What follows belongs to an exercise in optimizing a design on an open flow for small area, a short achievable clock period and few clock cycles per item; a production flow would make more cautious choices. Function was checked by simulation only, so behaviour that the tests miss may differ from the original. Power figures rest on the tool's default switching activity, not on a simulated workload.

==> 11-19 <==
## cnn_top
module cnn_top (
    input  logic              clk,
    input  logic              rst,
    input  logic              load_en,
    input  logic [6:0]        load_addr,
    input  logic signed [7:0] load_data,
    input  logic              start,
    input  logic [1:0]        class_sel,
    output logic signed [7:0] score,
    output logic              conv_done,
    output logic              pool_done,
    output logic              dense_done
);
    logic [7:0]        ring  [0:63];    
    logic [5:0]        off;
    logic signed [7:0] ker   [0:8];
    logic signed [7:0] cbias;
    logic signed [7:0] dw    [0:35];
    logic signed [7:0] dbias [0:3];
    logic       rp;         
    logic       wr_img;
    logic       shift;
    logic [7:0] sdata;
    logic [5:0] wpos;
    assign wr_img = load_en && !load_addr[6];
    assign shift  = rp || (wr_img && load_addr[5:0] == off);
    assign sdata  = rp ? ring[0] : load_data;
    assign wpos   = load_addr[5:0] - off;
    logic [7:0] wlo, whi0, whi1, cy;
    always_comb
    begin
        for (int t = 0; t < 8; t++)
        begin
            wlo[t]  = load_addr[2:0] == 3'(t + 32'(off[2:0]));
            cy[t]   = (t + 32'(off[2:0])) >= 8;
            whi0[t] = load_addr[5:3] == 3'(t + 32'(off[5:3]));
            whi1[t] = load_addr[5:3] == 3'(t + 32'(off[5:3]) + 1);
        end
    end
    logic [63:0] we;
    logic [63:0] hold;
    logic [7:0]  ring_d [0:63];
    always_comb
    begin
        for (int j = 0; j < 64; j++)
        begin
            we[j]   = wr_img && !shift && (wlo[j%8] && (cy[j%8] ? whi1[j/8] : whi0[j/8]));
            hold[j] = !(shift || we[j]);
        end
    end
    for (genvar j = 0; j < 64; j++)
    begin : g_ring
        for (genvar b = 0; b < 8; b++)
        begin : g_bit
            ring_sel u_sel (
                .nb((j == 63) ? sdata[b] : ring[(j + 1) % 64][b]), .sh(shift),
                .wd(load_data[b]), .we(we[j]), .q(ring[j][b]), .hold(hold[j]),
                .d(ring_d[j][b])
            );
        end
    end
    always_ff @(posedge clk)
    begin
  ...
Settings: LEC_CHECK=0, CAP_MARGIN=20, CORE_MARGIN=2, CORE_UTILIZATION=50, CTS_BUF_LIST=sky130_fd_sc_hd__clkbuf_16, CTS_CLUSTER_DIAMETER=120, CTS_CLUSTER_SIZE=24, SETUP_SLACK_MARGIN=5, SLEW_MARGIN=20, SYNTH_HIERARCHICAL=1, SYNTH_MINIMUM_KEEP_SIZE=0; clock period 12.0 ns.
run.sh (not shown) runs the stock make flow with config.mk's settings and CLKGATE_MAP_FILE= SYNTH_SCRIPT=/design/flow/synth_recipe.tcl, a recipe that flattens the netlist after the stock synthesis.
==> inputs of 04-05, as changes to 11-19 <==
==> flow/flow/run.sh (new file) <==
#!/bin/bash
set -euo pipefail
bash standard.sh SETUP_SLACK_MARGIN=6.6 "BUFFER_PORTS_ARGS=-buffer_cell sky130_fd_sc_hd__buf_4" \
    "CTS_ARGS=-sink_clustering_enable -repair_clock_nets -buf_list sky130_fd_sc_hd__clkbuf_16 -sink_clustering_size 24 -sink_clustering_max_diameter 120 -dont_use_dummy_load" \
    finish > standard_flow.log 2>&1
==> flow/standard.sh (new file) <==
#!/bin/bash
# synth_recipe.tcl (not shown) runs the flow's synth.tcl, then flattens the netlist and writes it again
# the make line also repeats each setting of config.mk as NAME=value (left out here)
make -C /OpenROAD-flow-scripts/flow DESIGN_CONFIG=/design/flow/config.mk WORK_HOME=/design/flow/orfs CLKGATE_MAP_FILE= SYNTH_SCRIPT=/design/flow/synth_recipe.tcl "${@:-finish}"
removed: flow/run.sh
==> qor summary <==
metric                                                              04-05        11-19
Outcome                                  no timing/DRC/antenna violations  no timing/DRC/antenna violations
Total clock buffers created by CTS                                     56           58
Antenna diode count                                                     1            0
Met1 Track Usage GR                                                 37.7%        37.1%
Max Freq                                                          186 MHz      148 MHz
Clock slew at reported path FFs                                   0.09 ns      0.10 ns
Internal power contribution                                       7.43 mW      7.52 mW
Slowest cell delay on critical path                               0.21 ns      1.03 ns
Crit Reg-Reg Startpoint                                       ring[55][7]  ring[55][5]
Final Critical Period                                             5.38 ns      6.77 ns
Seq/total area                                                      38.8%        38.7%
Met1 wire length                                                 77300 µm     77000 µm
Number of global-route vias before repair                           45100        44500
Met2 GRT Util                                                       43.2%        42.9%
Critical path fanouts, max                                              8           16
Maximum number of pins on one net before global-route repair          212          228
Peak ir drop on the vdd network                                  0.135 mV     0.133 mV
Testbench counts of 11-19, summed over its fixed seeds: cycles 9,360, frames 128.
Testbench counts of 04-05, summed over its fixed seeds: cycles 9,360, frames 128.

## re-timing with driven ports
Ports are ideal in the flow. The routed layouts listed here were re-timed in OpenROAD.
Step 1: set_driving_cell puts a clkbuf_16 on clk and a buf_2 on each other input, an assumption about the parent block.
Step 2 also shifts input and output timing later by t, the mid clock arrival at the registers, as if the neighbouring blocks saw the same clock.
Three values: ideal ports, drivers, drivers and shift; two values: the first two.
| run | t (ns) | setup slack, ns | slew at the worst register clock pin (ns) |
|---|---|---|---|
| 11-19 | 0.776 | 5.227 / 5.200 / 4.901 | 0.10 / 0.10 |
| 04-05 | 0.746 | 6.622 / 6.492 / 6.148 | 0.11 / 0.11 |
After both steps every run listed still meets setup and hold. For 04-05, which loses most, drivers alone change the setup slack by -0.130 ns; drivers and shift together by -0.474 ns.
